From an optimization exercise on the open Yosys and OpenROAD flow, aimed at small area, a short achievable clock period and few clock cycles per item; shortcuts taken in it are not production practice.
At most, simulation tests tie the RTL to the original design; equivalence was not proved.

==> 01-01: inputs <==
==> flow/design.v <==
`timescale 1ns/1ps
module huff_enc_top (
    input  logic        clk,
    input  logic        n_rst,
    input  logic        i_tbl_we,
    input  logic [7:0]  i_tbl_addr,
    input  logic [15:0] i_tbl_code,
    input  logic [4:0]  i_tbl_len,
    input  logic        i_start,
    input  logic        i_wait,
    input  logic [1:0]  i_comp,
    input  logic [31:0] i_data,
    output logic        o_valid,
    output logic [7:0]  o_data,
    output logic        o_done
);
    logic [16:0] dc_tab  [0:8];
    logic [16:0] ac_tab  [0:23];    
    logic [16:0] eob_tab;
    logic [16:0] wval;
    always_comb begin
        for (int i = 0; i < 17; i++) begin
            wval[i] = ((i_tbl_len == 5'(i)) ||
                       ((i < 16) && (i_tbl_len > 5'(i)) && i_tbl_code[i % 16]));
        end
    end
    always_ff @(posedge clk) begin
        if (n_rst && i_tbl_we) begin
            for (int c = 0; c < 9; c++)
                if (i_tbl_addr == 8'(c)) dc_tab[c] <= wval;
            for (int r = 0; r < 3; r++)
                for (int s = 1; s <= 8; s++)
                    if (i_tbl_addr == 8'(8'h40 | (r << 4) | s)) ac_tab[8*r + s - 1] <= wval;
            if (i_tbl_addr == 8'h80) eob_tab <= wval;
        end
    end
    logic               busy;
    logic               start;
    logic [7:0]         pred [0:2];
    logic [7:0]         psel;
    logic [8:0]         dx, dy, dg, dp, dt;
    logic [8:0]         gg [0:4];
    logic [8:0]         pp [0:4];
    logic [8:0]         diff, dones;
    logic [8:0]         dmag;
    logic [9:0]         dhi;
    logic [8:0]         dsel;
    logic [7:0]         damp;
    logic [7:0]         acmag [1:3];
    logic [7:0]         acdec [1:3];
    logic [8:0]         achi  [1:3];
    logic [8:1]         acsz  [1:3];
    logic [7:0]         acamp [1:3];
    logic [3:1]         nz;
    assign start = i_start && !busy && !i_wait;
    always_comb begin
        case (i_comp)
            2'd0:    psel = pred[0];
            2'd1:    psel = pred[1];
            2'd2:    psel = pred[2];
            default: psel = '0;
        endcase
        dx = {i_data[7], i_data[7:0]};
        dy = ~{psel[7], psel};
        dg = dx & dy;
        dt = dx | dy;
        dp = dx ^ dy;
        gg[0] = dg;
        pp[0] = dt;
        for (int l = 0; l < 4; l++) begin
            for (int i = 0; i < 9; i++) begin
                if (i >= (1 << l)) begin
                    gg[l+1][i] = gg[l][i] | (pp[l][i] & gg[l][i - (1 << l)]);
                    pp[l+1][i] = pp[l][i] & pp[l][i - (1 << l)];
                end else begin
                    gg[l+1][i] = gg[l][i];
                    pp[l+1][i] = pp[l][i];
                end
            end
        end
        dones[0] = dp[0];
        diff[0]  = !dp[0];
        for (int i = 1; i < 9; i++) begin
            dones[i] = dp[i] ^ gg[4][i-1];
            diff[i]  = dp[i] ^ (gg[4][i-1] | pp[4][i-1]);
        end
        dmag = diff[8] ? ~dones : diff;
        dhi[9] = 1'b0;
        for (int b = 8; b >= 0; b--) dhi[b] = dhi[b+1] | dmag[b];
        dsel[0] = !dhi[0];
        for (int c = 1; c < 9; c++) dsel[c] = dhi[c-1] & !dhi[c];
        for (int b = 0; b < 8; b++) damp[b] = (diff[8] ? dones[b] : diff[b]) & dhi[b];
        for (int k = 1; k < 4; k++) begin
            for (int b = 0; b < 8; b++)
                acdec[k][b] = i_data[8*k + b] ^ (i_data[8*k +: 8] & ((8'd1 << b) - 8'd1)) == 8'd0;
            acmag[k] = i_data[8*k + 7] ? ~acdec[k] : i_data[8*k +: 8];
            achi[k][8] = 1'b0;
            for (int b = 7; b >= 0; b--) achi[k][b] = achi[k][b+1] | acmag[k][b];
            nz[k] = achi[k][0];
            for (int sz = 1; sz < 9; sz++) acsz[k][sz] = achi[k][sz-1] & !achi[k][sz];
            for (int b = 0; b < 8; b++)
                acamp[k][b] = (i_data[8*k + 7] ? acdec[k][b] : i_data[8*k + b]) & achi[k][b];
        end
    end
    always_ff @(posedge clk) begin
        if (!n_rst) begin
            pred[0] <= '0;
            pred[1] <= '0;
            pred[2] <= '0;
        end else if (start) begin
            if (i_comp == 2'd0) pred[0] <= i_data[7:0];
            if (i_comp == 2'd1) pred[1] <= i_data[7:0];
            if (i_comp == 2'd2) pred[2] <= i_data[7:0];
        end
    end
    logic [24:0] fs_dc;
    always_comb begin
        fs_dc = 25'(damp);
        for (int c = 0; c < 9; c++)
            if (dsel[c]) fs_dc = fs_dc | (25'(dc_tab[c]) << c);
    end
    logic [2:0]  rem;           
    logic [3:0]  sym;           
    logic [2:0]  rem_next;
    logic [2:0]  runs [1:3];    
    logic [23:0] asel;
    logic [7:0]  s_amp;
    logic [24:0] fs_ac;
    always_comb begin
        runs[1] = 3'b001;
        runs[2] = nz[1] ? 3'b001 : 3'b010;
        runs[3] = nz[2] ? 3'b001 : (nz[1] ? 3'b010 : 3'b100);
        if (start) begin
            if (nz[1]) begin
                sym      = 4'b0001;
                rem_next = {!nz[3], nz[3], nz[2]};
            end else if (nz[2]) begin
                sym      = 4'b0010;
                rem_next = {!nz[3], nz[3], 1'b0};
            end else if (nz[3]) begin
                sym      = 4'b0100;
                rem_next = 3'b000;
            end else begin
                sym      = 4'b1000;
                rem_next = 3'b000;
            end
        end else begin
            if (rem[0]) begin
                sym      = 4'b0010;
                rem_next = {rem[2:1], 1'b0};
            end else if (rem[1]) begin
                sym      = 4'b0100;
                rem_next = {rem[2], 2'b00};
            end else begin
                sym      = {rem[2], 3'b000};
                rem_next = 3'b000;
            end
        end
        s_amp = '0;
        asel  = '0;
        for (int k = 1; k < 4; k++) begin
            if (sym[k-1]) s_amp = s_amp | acamp[k];
            for (int r = 0; r < 3; r++)
                for (int sz = 1; sz <= 8; sz++)
                    asel[8*r + sz - 1] = asel[8*r + sz - 1] | (sym[k-1] & runs[k][r] & acsz[k][sz]);
        end
        fs_ac = 25'(s_amp);
        for (int e = 0; e < 24; e++)
            if (asel[e]) fs_ac = fs_ac | (25'(ac_tab[e]) << (e % 8 + 1));
        if (sym[3]) fs_ac = fs_ac | 25'(eob_tab);
    end
    logic [24:0] a_q, p_q;
    logic [25:0] ga, gp;
    logic [24:0] oha, ohp;
    logic [7:0]  galo;
    logic [2:0]  nalo;
    logic [4:0]  np;
    logic [7:0]  a_l8, p_l8, amask, pmask;
    logic [8:0]  pbeyond_v;
    logic [7:0]  p_sh, pm_sh;
    logic        pbeyond;
    logic        ge8, more, pempty;
    logic [31:0] w, x;
    logic [32:0] gx;
    logic [31:0] ohx;
    logic [24:0] x_drop, a_d;
    logic        emit, fin, emit_y;
    logic [7:0]  validm;
    always_comb begin
        ga[25] = 1'b0;
        gp[25] = 1'b0;
        for (int i = 24; i >= 0; i--) begin
            ga[i] = ga[i+1] | a_q[i];
            gp[i] = gp[i+1] | p_q[i];
        end
        for (int i = 0; i < 25; i++) begin
            oha[i] = a_q[i] & !ga[i+1];
            ohp[i] = p_q[i] & !gp[i+1];
        end
        a_l8 = '0;
        p_l8 = '0;
        for (int k = 0; k < 8; k++)
            for (int j = 1; j < 25; j++)
                if (j - 8 + k >= 0) begin
                    a_l8[k] = a_l8[k] | (oha[j] & a_q[(j - 8 + k) % 25]);
                    p_l8[k] = p_l8[k] | (ohp[j] & p_q[(j - 8 + k) % 25]);
                end
        for (int k = 0; k < 8; k++) begin
            amask[k] = ga[8 - k];
            pmask[k] = gp[8 - k];
        end
        pbeyond_v = gp[9:1];
        galo[7] = a_q[7];
        for (int i = 6; i >= 0; i--) galo[i] = galo[i+1] | a_q[i];
        nalo = '0;
        for (int i = 0; i < 8; i++)
            if (galo[i] && !((i < 7) ? galo[(i + 1) % 8] : 1'b0)) nalo = nalo | 3'(i);
        np = '0;
        for (int i = 0; i < 25; i++)
            if (ohp[i]) np = np | 5'(i);
        p_sh    = p_l8 >> nalo;
        pm_sh   = pmask >> nalo;
        pbeyond = pbeyond_v[8 - nalo];
        ge8    = ga[8];
        more   = (rem != 3'b000);
        pempty = !gp[1];
        validm = amask | pm_sh;
        emit_y = validm[0];
        if (ge8) begin
            emit = 1'b1;
            fin  = !ga[9] && pempty && !more;
        end else begin
            emit = emit_y || !more;
            fin  = !more && !pbeyond;
        end
        w = (32'(a_q[7:0]) << np) | 32'(p_q & ~ohp);
        x = ge8 ? 32'(a_q) : w;
        gx[32] = 1'b0;
        for (int i = 31; i >= 0; i--) gx[i] = gx[i+1] | x[i];
        for (int i = 0; i < 32; i++) ohx[i] = x[i] & !gx[i+1];
        for (int j = 0; j < 25; j++)
            x_drop[j] = (x[j] & ((j + 9 < 33) ? gx[(j + 9) % 33] : 1'b0)) |
                        ((j + 8 < 32) ? ohx[(j + 8) % 32] : 1'b0);
        a_d = (ge8 || emit_y) ? x_drop : x[24:0];
    end
    assign o_valid = busy && !i_wait && emit;
    assign o_done  = busy && !i_wait && fin;
    assign o_data  = ge8 ? a_l8 : ((a_l8 | p_sh) | (more ? 8'h00 : ~validm));
    always_ff @(posedge clk) begin
        if (!n_rst) begin
            busy <= 1'b0;
        end else if (start) begin
            busy <= 1'b1;
        end else if (busy && !i_wait && fin) begin
            busy <= 1'b0;
        end
    end
    always_ff @(posedge clk) begin
        if (start) begin
            a_q <= fs_dc;
            p_q <= fs_ac;
            rem <= rem_next;
        end else if (busy && !i_wait) begin
            a_q <= a_d;
            if (!ge8) begin
                p_q <= more ? fs_ac : 25'd1;
                rem <= rem_next;
            end
        end
    end
endmodule
==> flow/flow/run.sh <==
#!/bin/bash
# Standard ORFS layout (the standard.sh) with stronger timing repair:
# a larger setup repair target, sizing not limited to same-footprint cells,
# and plain buffers on the ports instead of delay buffers.
set -euo pipefail
bash standard.sh finish \
  SETUP_SLACK_MARGIN=6.5 \
  MATCH_CELL_FOOTPRINT=0 \
  "BUFFER_PORTS_ARGS=-buffer_cell sky130_fd_sc_hd__buf_4" \
  > standard_flow.log 2>&1
==> flow/standard.sh <==
#!/bin/bash
# synth_recipe.tcl (not shown) runs the flow's synth.tcl, then flattens the netlist and writes it again
# the make line also repeats each setting of config.mk as NAME=value (left out here)
make -C /OpenROAD-flow-scripts/flow DESIGN_CONFIG=/design/flow/config.mk WORK_HOME=/design/flow/orfs CLKGATE_MAP_FILE= SYNTH_SCRIPT=/design/flow/synth_recipe.tcl "${@:-finish}"
==> flow/config.mk <==
export PLATFORM = sky130hd
export DESIGN_NAME = huff_enc_top
export DESIGN_NICKNAME = huff_enc_top
export VERILOG_FILES = /design/flow/design.v
export SDC_FILE = /design/flow/constraint.sdc
export NUM_CORES = 4
export LEC_CHECK = 0
export CAP_MARGIN = 20
export CORE_MARGIN = 2
export CORE_UTILIZATION = 55
export SLEW_MARGIN = 20
==> flow/constraint.sdc <==
create_clock -name core_clock -period 12.0 [get_ports {clk}]
set_input_delay 2.4000 -clock core_clock [delete_from_list [all_inputs] [get_ports {clk}]]
set_output_delay 2.4000 -clock core_clock [all_outputs]
set_load 0.01 [all_outputs]
==> 11-17: changes against 01-01 <==
==> flow/design.v, changed modules only <==
module huff_enc_top (
    input  logic        clk,
    input  logic        n_rst,
    input  logic        i_tbl_we,
    input  logic [7:0]  i_tbl_addr,
    input  logic [15:0] i_tbl_code,
    input  logic [4:0]  i_tbl_len,
    input  logic        i_start,
    input  logic        i_wait,
    input  logic [1:0]  i_comp,
    input  logic [31:0] i_data,
    output logic        o_valid,
    output logic [7:0]  o_data,
    output logic        o_done
);
    logic [16:0] dc_tab  [0:8];
    logic [16:0] ac_tab  [0:23];    
    logic [16:0] eob_tab;
    logic [16:0] wval;
    always_comb begin
        for (int i = 0; i < 17; i++) begin
            wval[i] = ((i_tbl_len == 5'(i)) ||
                       ((i < 16) && (i_tbl_len > 5'(i)) && i_tbl_code[i % 16]));
        end
    end
    always_ff @(posedge clk) begin
        if (n_rst && i_tbl_we) begin
            for (int c = 0; c < 9; c++)
                if (i_tbl_addr == 8'(c)) dc_tab[c] <= wval;
            for (int r = 0; r < 3; r++)
                for (int s = 1; s <= 8; s++)
                    if (i_tbl_addr == 8'(8'h40 | (r << 4) | s)) ac_tab[8*r + s - 1] <= wval;
            if (i_tbl_addr == 8'h80) eob_tab <= wval;
        end
    end
    logic               busy;
    logic               start;
    logic [7:0]         pred [0:2];
    logic [7:0]         psel;
    logic [16:0]        dcr;
    logic [8:0]         dhi;
    logic [8:0]         dsel;
    logic [7:0]         damp;
    logic [8:0]         achi  [1:3];
    logic [8:1]         acsz  [1:3];
    logic [7:0]         acamp [1:3];
    logic [3:1]         nz;
    assign start = i_start && !busy && !i_wait;
    function automatic logic [16:0] dc_code(input logic [7:0] v, input logic [7:0] p);
        logic [8:0] x, y, g, t, q, sum, sm1, u;
        logic [8:0] gg, pp, gn, pn;
        logic [8:0] thm;
        logic [7:0] amp;
        x = {v[7], v};
        y = ~{p[7], p};
        g = x & y;
        t = x | y;
        q = x ^ y;
        gg = g;
        pp = t;
        for (int l = 0; l < 4; l++) begin
            gn = gg;
            pn = pp;
            for (int i = 0; i < 9; i++)
                if (i >= (1 << l)) begin
                    gn[i] = gg[i] | (pp[i] & gg[i - (1 << l)]);
                    pn[i] = pp[i] & pp[i - (1 << l)];
                end
            gg = gn;
            pp = pn;
        end
        sm1[0] = q[0];
        sum[0] = !q[0];
        for (int i = 1; i < 9; i++) begin
            sm1[i] = q[i] ^ gg[i-1];
            sum[i] = q[i] ^ (gg[i-1] | pp[i-1]);
        end
        u = sum[8] ? ~sm1 : sum;
        thm[8] = 1'b0;
        for (int b = 7; b >= 0; b--) thm[b] = |(u[7:0] & (8'hff << b));
        for (int b = 0; b < 8; b++) amp[b] = (sum[8] ? sm1[b] : sum[b]) & thm[b];
        dc_code = {thm[7:0], amp, 1'b0};
    endfunction
    always_comb begin
        case (i_comp)
            2'd0:    psel = pred[0];
            2'd1:    psel = pred[1];
            2'd2:    psel = pred[2];
            default: psel = '0;
        endcase
        dcr  = dc_code(i_data[7:0], psel);
        dhi  = {1'b0, dcr[16:9]};
        damp = dcr[8:1];
        dsel[0] = !dhi[0];
        for (int c = 1; c < 9; c++) dsel[c] = dhi[c-1] & !dhi[c];
        for (int k = 1; k < 4; k++) begin
            achi[k][8] = 1'b0;
            for (int b = 7; b >= 0; b--)
                achi[k][b] = |((i_data[8*k +: 8] ^ {8{i_data[8*k + 7]}}) & (8'hff << b)) |
                             (i_data[8*k + 7] && ((i_data[8*k +: 8] & ((8'd1 << b) - 8'd1)) == 8'd0));
            nz[k] = achi[k][0];
            for (int sz = 1; sz < 9; sz++) acsz[k][sz] = achi[k][sz-1] & !achi[k][sz];
            for (int b = 0; b < 8; b++)
                acamp[k][b] = (i_data[8*k + b] ^ (i_data[8*k + 7] &&
                               ((i_data[8*k +: 8] & ((8'd1 << b) - 8'd1)) == 8'd0))) & achi[k][b];
        end
    end
    always_ff @(posedge clk) begin
        if (!n_rst) begin
            pred[0] <= '0;
            pred[1] <= '0;
            pred[2] <= '0;
        end else if (start) begin
            if (i_comp == 2'd0) pred[0] <= i_data[7:0];
            if (i_comp == 2'd1) pred[1] <= i_data[7:0];
            if (i_comp == 2'd2) pred[2] <= i_data[7:0];
        end
    end
    logic [24:0] fs_dc;
    always_comb begin
        fs_dc = 25'(damp);
        for (int c = 0; c < 9; c++)
            if (dsel[c]) fs_dc = fs_dc | (25'(dc_tab[c]) << c);
    end
    logic [2:0]  rem;           
    logic [2:0]  rem_next;
    logic        nxt2, nxt3, nxte;
    logic [23:0] asel;          
    logic        esel;
    logic [7:0]  s_amp;
    logic [24:0] fs_ac;
    always_comb begin
        nxt2 = rem[0];
        nxt3 = !rem[0] && rem[1];
        nxte = !rem[0] && !rem[1] && rem[2];
        for (int sz = 1; sz < 9; sz++) begin
            if (!busy) begin
                asel[sz - 1]      = acsz[1][sz];
                asel[8 + sz - 1]  = !nz[1] && acsz[2][sz];
                asel[16 + sz - 1] = !nz[1] && !nz[2] && acsz[3][sz];
            end else begin
                asel[sz - 1]      = (nxt2 && acsz[2][sz]) || (nxt3 && nz[2] && acsz[3][sz]);
                asel[8 + sz - 1]  = nxt3 && !nz[2] && acsz[3][sz];
                asel[16 + sz - 1] = 1'b0;
            end
        end
        if (!busy) begin
            esel     = !nz[1] && !nz[2] && !nz[3];
            s_amp    = acamp[1] | (nz[1] ? 8'h00 : (acamp[2] | (nz[2] ? 8'h00 : acamp[3])));
            if (nz[1])      rem_next = {!nz[3], nz[3], nz[2]};
            else if (nz[2]) rem_next = {!nz[3], nz[3], 1'b0};
            else            rem_next = 3'b000;
        end else begin
            esel     = nxte;
            s_amp    = (nxt2 ? acamp[2] : 8'h00) | (nxt3 ? acamp[3] : 8'h00);
            rem_next = nxt2 ? {rem[2:1], 1'b0} : 3'b000;
            if (nxt3) rem_next = {rem[2], 2'b00};
        end
        fs_ac = 25'(s_amp);
        for (int e = 0; e < 24; e++)
            if (asel[e]) fs_ac = fs_ac | (25'(ac_tab[e]) << (e % 8 + 1));
        if (esel) fs_ac = fs_ac | 25'(eob_tab);
    end
    logic [24:0] a_q, p_q;
    logic [25:0] ga, gp;
    logic [24:0] oha, ohp;
    logic [7:0]  galo;
    logic [2:0]  nalo;
    logic [4:0]  np;
    logic [7:0]  a_l8, p_l8, amask, pmask;
    logic [8:0]  pbeyond_v;
    logic [7:0]  p_sh, pm_sh;
    logic        pbeyond;
    logic        ge8, more, pempty;
    logic [31:0] w, x;
    logic [32:0] gx;
    logic [31:0] ohx;
    logic [24:0] x_drop, a_d;
    logic        emit, fin, emit_y;
    logic [7:0]  validm;
    always_comb begin
        ga[25] = 1'b0;
        gp[25] = 1'b0;
        for (int i = 24; i >= 0; i--) begin
            ga[i] = |(a_q & (25'h1ffffff << i));
            gp[i] = |(p_q & (25'h1ffffff << i));
        end
        for (int i = 0; i < 25; i++) begin
            oha[i] = a_q[i] & !ga[i+1];
            ohp[i] = p_q[i] & !gp[i+1];
        end
        a_l8 = '0;
        p_l8 = '0;
        for (int k = 0; k < 8; k++)
            for (int j = 1; j < 25; j++)
                if (j - 8 + k >= 0) begin
                    a_l8[k] = a_l8[k] | (oha[j] & a_q[(j - 8 + k) % 25]);
                    p_l8[k] = p_l8[k] | (ohp[j] & p_q[(j - 8 + k) % 25]);
                end
        for (int k = 0; k < 8; k++) begin
            amask[k] = ga[8 - k];
            pmask[k] = gp[8 - k];
        end
        pbeyond_v = gp[9:1];
        galo[7] = a_q[7];
        for (int i = 6; i >= 0; i--) galo[i] = |(a_q[7:0] & (8'hff << i));
        nalo = '0;
        for (int i = 0; i < 8; i++)
            if (galo[i] && !((i < 7) ? galo[(i + 1) % 8] : 1'b0)) nalo = nalo | 3'(i);
        np = '0;
        for (int i = 0; i < 25; i++)
            if (ohp[i]) np = np | 5'(i);
        p_sh    = p_l8 >> nalo;
        pm_sh   = pmask >> nalo;
        pbeyond = pbeyond_v[8 - nalo];
        ge8    = ga[8];
        more   = (rem != 3'b000);
        pempty = !gp[1];
        validm = amask | pm_sh;
        emit_y = validm[0];
        if (ge8) begin
            emit = 1'b1;
            fin  = !ga[9] && pempty && !more;
        end else begin
            emit = emit_y || !more;
            fin  = !more && !pbeyond;
        end
        w = (32'(a_q[7:0]) << np) | 32'(p_q & ~ohp);
        x = ge8 ? 32'(a_q) : w;
        gx[32] = 1'b0;
        for (int i = 31; i >= 0; i--) gx[i] = |(x & (32'hffffffff << i));
        for (int i = 0; i < 32; i++) ohx[i] = x[i] & !gx[i+1];
        for (int j = 0; j < 25; j++)
            x_drop[j] = (x[j] & ((j + 9 < 33) ? gx[(j + 9) % 33] : 1'b0)) |
                        ((j + 8 < 32) ? ohx[(j + 8) % 32] : 1'b0);
        a_d = (ge8 || emit_y) ? x_drop : x[24:0];
    end
    assign o_valid = busy && !i_wait && emit;
    assign o_done  = busy && !i_wait && fin;
    assign o_data  = ge8 ? a_l8 : ((a_l8 | p_sh) | (more ? 8'h00 : ~validm));
    always_ff @(posedge clk) begin
        if (!n_rst) begin
            busy <= 1'b0;
        end else if (start) begin
            busy <= 1'b1;
        end else if (busy && !i_wait && fin) begin
            busy <= 1'b0;
        end
    end
    always_ff @(posedge clk) begin
        if (start) begin
            a_q <= fs_dc;
            p_q <= fs_ac;
            rem <= rem_next;
        end else if (busy && !i_wait) begin
            a_q <= a_d;
            if (!ge8) begin
                p_q <= more ? fs_ac : 25'd1;
                rem <= rem_next;
            end
        end
    end
endmodule
--- a/flow/config.mk
+++ b/flow/config.mk
@@ -6,4 +6,5 @@
 export NUM_CORES = 4
 export LEC_CHECK = 0
+export ABC_AREA = 1
 export CAP_MARGIN = 20
 export CORE_MARGIN = 2
==> run notes <==
clock buffer instance count of the final layout=86; placeable core region=0.0577 mm2; Mapped Area=0.0321 mm2; share of the final layout cell area in sequential cells=48.0%; number of global-route vias before repair=26139; wire length on met1=42700 um; insertion delay of the later-clocked pin in the worst-skew pair=0.63 ns; multiplexer area fraction after synthesis=1.95%; number of gates on the worst path with buffers counted=14; average detailed-routed wire length per instance=31.0 um; total vias in the final route=27122; buffer count from post-CTS setup fixing=200; crit path max-delay cell type=sky130_fd_sc_hd__or4_4; dpl hpwl=70500 um; met2 usage in global routing=63.1%; portion of the clock cycle consumed by the worst path in the final layout=55.8%; buffers outside the clock class=439; status=no timing/DRC/antenna violations
That was 01-01.
==> run notes <==
status=no timing/DRC/antenna violations; total vias in the final route=29733; number of global-route vias before repair=27795; share of the final layout cell area in sequential cells=46.5%; dpl hpwl=76500 um; number of gates on the worst path with buffers counted=10; buffer count from post-CTS setup fixing=182; portion of the clock cycle consumed by the worst path in the final layout=49.3%; insertion delay of the later-clocked pin in the worst-skew pair=0.64 ns; buffers outside the clock class=459; met2 usage in global routing=57.0%; placeable core region=0.0591 mm2
That was 11-17.
Testbench counts of 01-01, summed over its fixed seeds: cycles 9,294, blocks 2,400.
Only the layout flow was run in 11-17; the RTL was not checked for function there.

==> separate check: timing with driven ports <==
No port has a modelled driver above. Below, the same layouts with a new extraction and two added sets of constraints. Step 1: set_driving_cell puts a clkbuf_16 on clk and a buf_2 on each other input, an assumption about the parent block. Step 2 moves the port delays by t, midway between the first and last clock arrival at a register: inputs arrive t later, outputs are due t later. That takes back most of the time a late clock gives input paths. a / b / c = ideal / step 1 / step 2; a / b = the first two.
run | shift t [ns] | setup slack, ns | worst setup path after step 2
01-01 | 0.669 | 5.304 / 5.242 / 5.497 | input to register
11-17 | 0.680 | 6.085 / 6.020 / 5.663 | input to register
After both steps every run listed still meets setup and hold. For 11-17, which loses most, drivers alone change the setup slack by -0.065 ns; drivers and shift together by -0.422 ns.
